This design comes from an exercise in tuning for small area, a short achievable clock period and few clock cycles per item on the open sky130 flow, not from production work. In this exercise RTL edits were held to simulation tests only and were not proved equivalent to the original. Power figures rest on the tool's default switching activity, not on a simulated workload.

==> design/flow/config.mk <==
export PLATFORM = sky130hd
export DESIGN_NAME = maze_backtracker_step_core
export DESIGN_NICKNAME = maze_backtracker_step_core
export VERILOG_FILES = /design/flow/design.v
export SDC_FILE = /design/flow/constraint.sdc
export NUM_CORES = 4
export LEC_CHECK = 0
export CAP_MARGIN = 20
export CORE_MARGIN = 2
export CORE_UTILIZATION = 45
export PLACE_DENSITY = 0.6
export SLEW_MARGIN = 20
==> design/flow/design.v <==
`timescale 1ns / 1ps
`default_nettype none
package maze_bt_pkg;
    localparam int CFG_W  = 5;
    localparam int IDX_W  = 1;
    localparam int OP_W   = 2;
    localparam int KIND_W = 3;
    localparam int DIR_W  = 2;
    localparam int WALL_W = 4;
    localparam int POS_W  = 4;
    localparam int RND_W  = 16;
    localparam int IN_W   = 24;
    localparam int OUT_W  = 32;
    localparam int DEPTH_W = 9;
    typedef logic [IDX_W-1:0]  cfg_idx_t;
    typedef logic [OP_W-1:0]   opcode_t;
    typedef logic [KIND_W-1:0] kind_t;
    typedef logic [DIR_W-1:0]  dir_t;
    typedef logic [WALL_W-1:0] wall_t;
    localparam cfg_idx_t REG_COLS = 1'd0;
    localparam cfg_idx_t REG_ROWS = 1'd1;
    localparam opcode_t OP_STEP    = 2'd0;
    localparam opcode_t OP_RESTART = 2'd1;
    localparam opcode_t OP_READ    = 2'd2;
    localparam kind_t EV_CARVED    = 3'd0;
    localparam kind_t EV_BACKTRACK = 3'd1;
    localparam kind_t EV_COMPLETE  = 3'd2;
    localparam kind_t EV_RESTARTED = 3'd3;
    localparam kind_t EV_READOUT   = 3'd4;
    localparam dir_t DIR_LEFT  = 2'd0;
    localparam dir_t DIR_RIGHT = 2'd1;
    localparam dir_t DIR_UP    = 2'd2;
    localparam dir_t DIR_DOWN  = 2'd3;
    localparam wall_t WALLS_ALL = 4'hF;
    typedef enum logic [3:0] {
        ST_CLEAR,
        ST_IDLE,
        ST_READ,
        ST_ROW_HERE,
        ST_ROW_UP,
        ST_ROW_DOWN,
        ST_WALL_FAR,
        ST_POP,
        ST_EMIT
    } state_t;
    function automatic wall_t own_wall(input dir_t d);
        wall_t m;
        case (d)
            DIR_LEFT:  m = 4'b1000;
            DIR_RIGHT: m = 4'b0100;
            DIR_UP:    m = 4'b0001;
            DIR_DOWN:  m = 4'b0010;
            default:   m = 4'b0000;
        endcase
        own_wall = m;
    endfunction
    function automatic wall_t far_wall(input dir_t d);
        wall_t m;
        case (d)
            DIR_LEFT:  m = 4'b0100;
            DIR_RIGHT: m = 4'b1000;
            DIR_UP:    m = 4'b0010;
            DIR_DOWN:  m = 4'b0001;
            default:   m = 4'b0000;
        endcase
        far_wall = m;
    endfunction
    function automatic logic [1:0] mod3_u16(input logic [RND_W-1:0] v);
        logic [4:0] s;
        logic [2:0] t;
        logic [1:0] r;
        s = '0;
        for (int i = 0; i < RND_W / 2; i++) begin
            s = s + 5'(v[2*i +: 2]);
        end
        t = 3'(s[1:0]) + 3'(s[3:2]) + 3'(s[4]);
        if (t >= 3'd6) begin
            r = 2'(t - 3'd6);
        end else if (t >= 3'd3) begin
            r = 2'(t - 3'd3);
        end else begin
            r = 2'(t);
        end
        mod3_u16 = r;
    endfunction
endpackage
`default_nettype wire
`timescale 1ns / 1ps
`default_nettype none
module maze_backtracker_step_core #(
    parameter int GRID_COLS = 16,
    parameter int GRID_ROWS = 16
) (
    input  wire logic                          aclk,
    input  wire logic                          aresetn,
    input  wire logic                          cfg_valid,
    output logic                               cfg_ready,
    input  wire logic [0:0]                    cfg_index,
    input  wire logic [4:0]                    cfg_data,
    input  wire logic                          s_tvalid,
    output logic                               s_tready,
    input  wire logic [23:0]                   s_tdata,
    input  wire logic [1:0]                    s_tuser,
    output logic                               m_tvalid,
    input  wire logic                          m_tready,
    output logic [31:0]                        m_tdata,
    output logic [2:0]                         m_tuser
);
    wire  [767:0] codes;                 
    logic [4:0]  cols_reg, rows_reg;
    logic        in_valid;
    logic [1:0]  in_op;
    logic [3:0]  in_rcol, in_rrow;
    logic [1:0]  in_rlo, in_rm3;
    logic [3:0]  cx, cy;                 
    logic [1:0]  cpar;                   
    logic        fresh;                  
    logic        pend;                   
    logic [8:0]  sp, vcnt;
    logic [34:0] f0, f1;                 
    logic        f0v, f1v;
    logic [4:0]  ec, er;
    logic [9:0]  area;
    logic        done_now, done_p1;
    always_comb begin
        ec = (cols_reg == 5'd0) ? 5'd1 : (cols_reg > 5'd16) ? 5'd16 : cols_reg;
        er = (rows_reg == 5'd0) ? 5'd1 : (rows_reg > 5'd16) ? 5'd16 : rows_reg;
    end
    assign area     = ec * er;
    assign done_now = ({1'b0, vcnt} >= area);
    assign done_p1  = ({1'b0, vcnt} + 10'd1 >= area);
    assign cfg_ready = 1'b1;
    assign s_tready  = !(in_valid && f0v && f1v);
    wire adv     = in_valid && !(f0v && f1v);
    wire is_rd   = in_op[1];
    wire is_rst  = (in_op == 2'd1);
    wire is_step = (in_op == 2'd0);
    logic [3:0]  ax, ay;
    assign ax = is_rd ? in_rcol : cx;
    assign ay = is_rd ? in_rrow : cy;
    logic [2:0]  rowc [0:15];            
    logic [2:0]  colc [0:15];            
    always_comb begin
        for (int i = 0; i < 16; i++) begin
            rowc[i] = codes[3 * {ay, 4'(i)} +: 3];
            colc[i] = codes[3 * {4'(i), ax} +: 3];
        end
    end
    logic [2:0]  sc, sl, sr, su, sd;     
    assign sc = rowc[ax];
    assign sl = rowc[ax - 4'd1];
    assign sr = rowc[ax + 4'd1];
    assign su = colc[ay - 4'd1];
    assign sd = colc[ay + 4'd1];
    wire vl = (ax != 4'd0);
    wire vr = (ax != 4'd15);
    wire vu = (ay != 4'd0);
    wire vd = (ay != 4'd15);
    wire [4:0] cx5 = {1'b0, cx};
    wire [4:0] cy5 = {1'b0, cy};
    logic [3:0] cand;
    logic [2:0] cand_n;
    logic [1:0] pick_k, pick_dir;
    always_comb begin
        cand[0] = vl && (cx5 <= ec) && (cy5 < er) && !sl[2];
        cand[1] = vr && (cx5 + 5'd1 < ec) && (cy5 < er) && !sr[2];
        cand[2] = vu && (cy5 <= er) && (cx5 < ec) && !su[2];
        cand[3] = vd && (cy5 + 5'd1 < er) && (cx5 < ec) && !sd[2];
        cand_n  = 3'(cand[0]) + 3'(cand[1]) + 3'(cand[2]) + 3'(cand[3]);
        case (cand_n)
            3'd2:    pick_k = {1'b0, in_rlo[0]};
            3'd3:    pick_k = in_rm3;
            3'd4:    pick_k = in_rlo;
            default: pick_k = 2'd0;
        endcase
    end
    always_comb begin
        logic [1:0] seen;
        logic       found;
        seen     = 2'd0;
        found    = 1'b0;
        pick_dir = 2'd0;
        for (int d = 0; d < 4; d++) begin
            if (cand[d]) begin
                if (!found && (seen == pick_k)) begin
                    pick_dir = 2'(d);
                    found    = 1'b1;
                end
                seen = seen + 2'd1;
            end
        end
    end
    wire carve = (cand != 4'd0);
    wire live  = adv && is_step && !done_now;
    wire pop   = !carve && (sp != 9'd0);
    logic [2:0] spar;
    always_comb begin
        case (cpar)
            2'd0:    spar = sl;
            2'd1:    spar = sr;
            2'd2:    spar = su;
            default: spar = sd;
        endcase
    end
    logic [1:0] mdir;
    assign mdir = carve ? pick_dir : cpar;
    logic [3:0] nx, ny;
    always_comb begin
        nx = cx;
        ny = cy;
        if (carve || pop) begin
            case (mdir)
                2'd0:    nx = cx - 4'd1;
                2'd1:    nx = cx + 4'd1;
                2'd2:    ny = cy - 4'd1;
                default: ny = cy + 4'd1;
            endcase
        end
    end
    wire [4:0] dx = {1'b0, in_rcol} - cx5;
    wire [4:0] dy = {1'b0, in_rrow} - cy5;
    wire same_x = (dx == 5'd0);
    wire same_y = (dy == 5'd0);
    wire [2:0] pcode = {1'b1, cpar};
    logic [2:0] bc, bl, br, bu, bd;
    always_comb begin
        bc = (pend && same_x && same_y)       ? pcode : sc;
        bl = (pend && same_y && dx == 5'd1)    ? pcode : sl;    
        br = (pend && same_y && dx == 5'h1f)   ? pcode : sr;    
        bu = (pend && same_x && dy == 5'd1)    ? pcode : su;    
        bd = (pend && same_x && dy == 5'h1f)   ? pcode : sd;    
    end
    logic [3:0] walls;
    always_comb begin
        walls[0] = !((bc == 3'b110 && vu) || (vu && bu == 3'b111));
        walls[1] = !((bc == 3'b111 && vd) || (vd && bd == 3'b110));
        walls[2] = !((bc == 3'b101 && vr) || (vr && br == 3'b100));
        walls[3] = !((bc == 3'b100 && vl) || (vl && bl == 3'b101));
    end
    logic [2:0]  r_kind;
    logic [31:0] r_data;
    always_comb begin
        logic [3:0] tcol, trow;
        logic [1:0] rdir;
        logic [8:0] rsp;
        logic       rdone;
        logic [3:0] rwalls;
        tcol   = cx;
        trow   = cy;
        rdir   = 2'd0;
        rsp    = sp;
        rdone  = done_now;
        rwalls = 4'd0;
        if (is_rd) begin
            r_kind = 3'd4;
            rwalls = walls;
        end else if (is_rst) begin
            r_kind = 3'd3;
            tcol   = 4'd0;
            trow   = 4'd0;
            rsp    = 9'd0;
            rdone  = 1'b0;
        end else if (done_now) begin
            r_kind = 3'd2;
        end else begin
            r_kind = carve ? 3'd0 : 3'd1;
            tcol   = nx;
            trow   = ny;
            rdir   = carve ? pick_dir : 2'd0;
            rsp    = carve ? sp + 9'd1 : pop ? sp - 9'd1 : sp;
            rdone  = fresh ? done_p1 : done_now;
        end
        r_data = {rdone, rsp, rwalls, rdir, trow, tcol, cy, cx};
    end
    function automatic logic [1:0] mod3_u16(input logic [15:0] v);
        logic [4:0] s;
        logic [2:0] t;
        s = '0;
        for (int i = 0; i < 8; i++) s = s + 5'(v[2*i +: 2]);
        t = 3'(s[1:0]) + 3'(s[3:2]) + 3'(s[4]);
        if (t >= 3'd6)      mod3_u16 = 2'(t - 3'd6);
        else if (t >= 3'd3) mod3_u16 = 2'(t - 3'd3);
        else                mod3_u16 = 2'(t);
    endfunction
    wire clr = !aresetn || (adv && is_rst);
    wire pop_out = f0v && m_tready;
    always_ff @(posedge aclk) begin
        if (!aresetn) begin
            cols_reg <= 5'd15;
            rows_reg <= 5'd15;
        end else if (cfg_valid) begin
            if (cfg_index == 1'b0) cols_reg <= cfg_data;
            else                   rows_reg <= cfg_data;
        end
    end
    always_ff @(posedge aclk) begin
        if (!aresetn) begin
            in_valid <= 1'b0;
        end else if (s_tvalid && s_tready) begin
            in_valid <= 1'b1;
        end else if (adv) begin
            in_valid <= 1'b0;
        end
    end
    always_ff @(posedge aclk) begin
        if (s_tready) begin
            in_op   <= s_tuser;
            in_rcol <= s_tdata[19:16];
            in_rrow <= s_tdata[23:20];
            in_rlo  <= s_tdata[1:0];
            in_rm3  <= mod3_u16(s_tdata[15:0]);
        end
    end
    always_ff @(posedge aclk) begin
        if (clr) begin
            cx    <= 4'd0;
            cy    <= 4'd0;
            sp    <= 9'd0;
            vcnt  <= 9'd0;
            fresh <= 1'b1;
            pend  <= 1'b0;
        end else begin
            pend <= 1'b0;
            if (live) begin
                cx    <= nx;
                cy    <= ny;
                fresh <= carve;
                pend  <= carve;
                if (fresh) vcnt <= vcnt + 9'd1;
                if (carve) begin
                    sp   <= sp + 9'd1;
                    cpar <= pick_dir ^ 2'd1;
                end else if (pop) begin
                    sp   <= sp - 9'd1;
                    cpar <= spar[1:0];
                end
            end
        end
    end
    assign codes[2:0] = 3'b110;
    for (genvar i = 1; i < 256; i++) begin : g_cell
        logic [2:0] q;
        always_ff @(posedge aclk) begin
            if (clr) begin
                q <= 3'b000;
            end else if (pend && ({cy, cx} == 8'(i))) begin
                q <= pcode;
            end
        end
        assign codes[3*i +: 3] = q;
    end
    always_ff @(posedge aclk) begin
        if (!aresetn) begin
            f0v <= 1'b0;
            f1v <= 1'b0;
        end else begin
            if (pop_out) begin
                f0v <= f1v || adv;
                f1v <= f1v && adv;
            end else begin
                f0v <= f0v || adv;
                f1v <= f1v || (f0v && adv);
            end
        end
    end
    always_ff @(posedge aclk) begin
        if (pop_out || !f0v) begin
            f0 <= f1v ? f1 : {r_kind, r_data};
        end
        if ((pop_out ? f1v : f0v) && adv) begin
            f1 <= {r_kind, r_data};
        end
    end
    assign m_tvalid = f0v;
    assign m_tuser  = f0[34:32];
    assign m_tdata  = f0[31:0];
endmodule
`default_nettype wire
==> design/flow/run.sh <==
#!/bin/bash
# synth_recipe.tcl (not shown) runs the flow's synth.tcl, then flattens the netlist and writes it again
# the make line also repeats each setting of config.mk as NAME=value (left out here)
make -C /OpenROAD-flow-scripts/flow DESIGN_CONFIG=/design/flow/config.mk WORK_HOME=/design/flow/orfs CLKGATE_MAP_FILE= SYNTH_SCRIPT=/design/flow/synth_recipe.tcl finish
==> design/flow/constraint.sdc <==
create_clock -name core_clock -period 10.0 [get_ports {aclk}]
set_input_delay 2.0000 -clock core_clock [delete_from_list [all_inputs] [get_ports {aclk}]]
set_output_delay 2.0000 -clock core_clock [all_outputs]
set_load 0.01 [all_outputs]
==> flow_metrics.env <==
export IMPL_outcome="finished clean"
export IMPL_yosysWarnings=3
export IMPL_yosysUniqueCellTypes=94
export IMPL_synth_flop_cell="dfxtp_1"
export IMPL_start_kind="flop"
export IMPL_cts_buffers=98
export IMPL_hold_ws_ps=475
export IMPL_final_nets=6511
export IMPL_dieArea_mm2=0.118
export IMPL_area_growth_pct=11.5
export IMPL_min_from="g_cell[97].q[1]"
export IMPL_cts_sinks=892
export IMPL_cellLeakagePower_nw=19.7
export IMPL_drc_errors=0
export IMPL_rsz0062_at_grt="false"
export IMPL_cts_setup_buffers=0
export IMPL_io_pins=75
export IMPL_fmaxAchievable_mhz=103
export IMPL_timing_rr_end="f0[11]"
export IMPL_holdBufCountCts=0
export IMPL_die_w_um=344
export IMPL_finalSetupViolCount=0
export IMPL_grt_max_degree=205
export IMPL_grtUsageTotal=0.458
export IMPL_netlist_area_mm2=0.0519
export IMPL_vias=54129
export IMPL_regMostFlops="g_cell.q"
export IMPL_worstHoldEndpoint="g_cell[97].q[1]"
export IMPL_grt_pass1_wl_um=384000
export IMPL_reg2reg_from="in_op[1]"
export IMPL_clkSlewWorstSetupHoldPaths_ps=60
export IMPL_setup_tns_final_ps=0
export IMPL_syn_inst=6562
export IMPL_crit_top_cell="ha_1"
export IMPL_num_rows=124
export IMPL_reg_top3="g_cell.q: 765 flops, f0: 35 flops, f1: 35 flops"
export IMPL_syn_avg_cell_area_um2=7.90
export IMPL_min_period_ps=9700
export IMPL_cts_resized=0
export IMPL_start_util=0.454
export IMPL_cpMaxStageDelayCell="o2111ai_1"
export IMPL_cp_required_ps=10570
export IMPL_antenna_found_initial=23
export IMPL_hp_class="reg -> reg"
export IMPL_die_h_um=344
export IMPL_overflow=0
export IMPL_synth_area_leader_cell="dfxtp_1"
export IMPL_cellPowerDensity_mw_per_mm2=176
export IMPL_layout_drive_gt1_share=0.105
export IMPL_clk_latency_ps=750
export IMPL_htree_levels=3
export IMPL_crit_path_max_incr_delay_ps=970
export IMPL_drtPass1Iterations=7
export IMPL_wl_per_cell_um=34.6
export IMPL_layout_common_cells="1020 x nand2_1, 803 x dfxtp_1, 794 x nor2_1, 786 x a21oi_1, 434 x o21ai_0"
export IMPL_finalCritPeriodShare=0.970
export IMPL_reg2regPathDepth=28
export IMPL_ant_nets=0
export IMPL_worst_ep_arrival_time_ps=10260
export IMPL_drv_slew=0
export IMPL_yosys_area_top_type_share=0.311
export IMPL_drt_iter0_drc=7900
export IMPL_final_common_cell="nand2_1"
export IMPL_hpwl_um=203000
export IMPL_crit_path_end_kind="flop"
export IMPL_synth_edf_count=86
export IMPL_hold_viol=0
export IMPL_path_delay_family="compound AO/OA/AOI/OAI gates"
export IMPL_largest_reg_flops=765
export IMPL_worst_slew_pin_slew_ps=1370
export IMPL_r2r_slack_ps=300
export IMPL_critPathKind="reg -> reg"
export IMPL_cts_root_buf="clkbuf_16"
export IMPL_vias_per_cell=6.80
export IMPL_critPathBufInv=4
export IMPL_peakVddDrop_mv=0.182
export IMPL_syn_nets=6716
export IMPL_gp_congestion=1.12
export IMPL_min_path_cells=2
export IMPL_max_slew_margin=0.0856
export IMPL_ys_seq_area_frac=0.361
export IMPL_grt_pass1_vias=48872
export IMPL_synth_area_leaders="dfxtp_1 31%, a21oi_1 7.6%, nand2_1 7.4%"
export IMPL_drt_total_wl_um=275000
export IMPL_io_buffer_count=73
export IMPL_core_area_mm2=0.114
export IMPL_cp_max_fo=22
export IMPL_max_cap_viol_count=0
export IMPL_synth_seq_cells=892
export IMPL_async_reset_ff_frac=0
export IMPL_finalClockSkew_ps=35.5
export IMPL_cts_tree="built"
export IMPL_clock_path_buffers=3
layer usage:
metal,track usage,vias up,share of wire
met5,0.00761,-,0.00080
met4,0.321,14,0.089
met3,0.146,899,0.12
met2,0.648,3864,0.41
met1,0.588,26190,0.38
li1,-,23162,-
final cells by class:
cell class | instances | area (um2)
multi-input cells | 4978 | 30800
clock inverters | 48 | 706
flip-flops and latches | 892 | 18700
clock buffers | 133 | 2820
repair buffers | 287 | 2490
well taps | 1512 | 1890
fillers | 11135 | 56500
diodes | 10 | 25.0
inverters | 100 | 375
worst max path at each step:
stage                  start  slack, ps      to  cells after the start
floorplan              cy[1]       2050  f0[11]                     33
global placement    in_op[1]        400  f0[11]                     27
detailed placement  in_op[1]        730  f0[11]                     28
CTS                 in_op[1]        680  f0[11]                     28
global route        in_op[1]         20  f0[11]                     28
finish              in_op[1]        300  f0[11]                     28
Yosys cell counts (24+ instances only):
cell,instances
a21o_1,51
a21oi_1,789
a22o_1,27
a22oi_1,96
a31oi_1,25
and2_1,27
and3_1,39
buf_1,49
buf_2,65
clkbuf_1,468
dfxtp_1,806
edfxtp_1,86
fa_1,27
ha_1,90
inv_1,97
mux2_2,49
mux2i_1,201
mux4_2,155
nand2_1,1025
nand2b_1,31
nand3_1,303
nor2_1,796
nor2b_1,25
nor3_1,75
nor4_1,31
o21a_1,39
o21ai_0,434
o221ai_1,36
o22ai_1,167
or3_1,24
xor2_1,26
tightest hold or removal path, delay by kind of cell, from the launching register on:
family	cells	cell delay, ps
and+or+nand+nor	1	60
DFF	1	320
AOI/OAI and AO/OA	1	50
power breakdown:
part	switching (mW)	leakage [nW]	internal (mW)
logic	1.68	10.6	0.844
clock network	1.63	1.73	2.33
registers	0.0318	7.39	3.67
total	3.34	19.7	6.85
kinds of logic after synthesis:
| family | Yosys count | share of synthesized area |
|---|---|---|
| compound gates | 1931 | 0.224 |
| xor+xnor | 46 | 0.00777 |
| fa+ha+maj | 117 | 0.0321 |
| buf+inv | 692 | 0.0527 |
| flops | 892 | 0.361 |
| mux | 408 | 0.118 |
| other cells | 1 | 0.0000723 |
| simple gates | 2475 | 0.205 |
stage by stage:
step                area [um2]  utilization  total power, mW  cells  worst slack (ps)
floorplan                51900            -             5.29   6562              2050
global placement         54200        0.474             6.17   7766               401
detailed placement       54200        0.474             6.19   7766               735
CTS                      57700        0.505             10.1   7947               676
global route             57800        0.506             10.5   7950              20.7
finish                   57800        0.506             10.2   7960               303
Testbench counts, summed over its fixed seeds: cycles 13,557, items 13,477.

[re-timing with driven ports]
Ports are ideal in the flow. The routed layout listed here was re-timed in OpenROAD. Step 1 sets driving cells, clkbuf_16 on the clock port and buf_2 on the other inputs (assumed; they add their load-dependent delay and slew). Step 2 moves the port delays by t, midway between the first and last clock arrival at a register: inputs arrive t later, outputs are due t later. That takes back most of the time a late clock gives input paths. Slacks: ideal / step 1 / step 2; pairs: ideal / step 1.
t (ns): 0.815
setup slack, ns: 0.303 / 0.303 / 0.303
hold slack, ns: 0.475 / 0.475 / 0.475
worst register clock-pin slew, ns: 0.08 / 0.08
cell pins on the clock port's net: 1
After both steps this run still meets setup and hold. For this run, drivers alone change the setup slack by 0.000 ns; drivers and shift together by 0.000 ns.
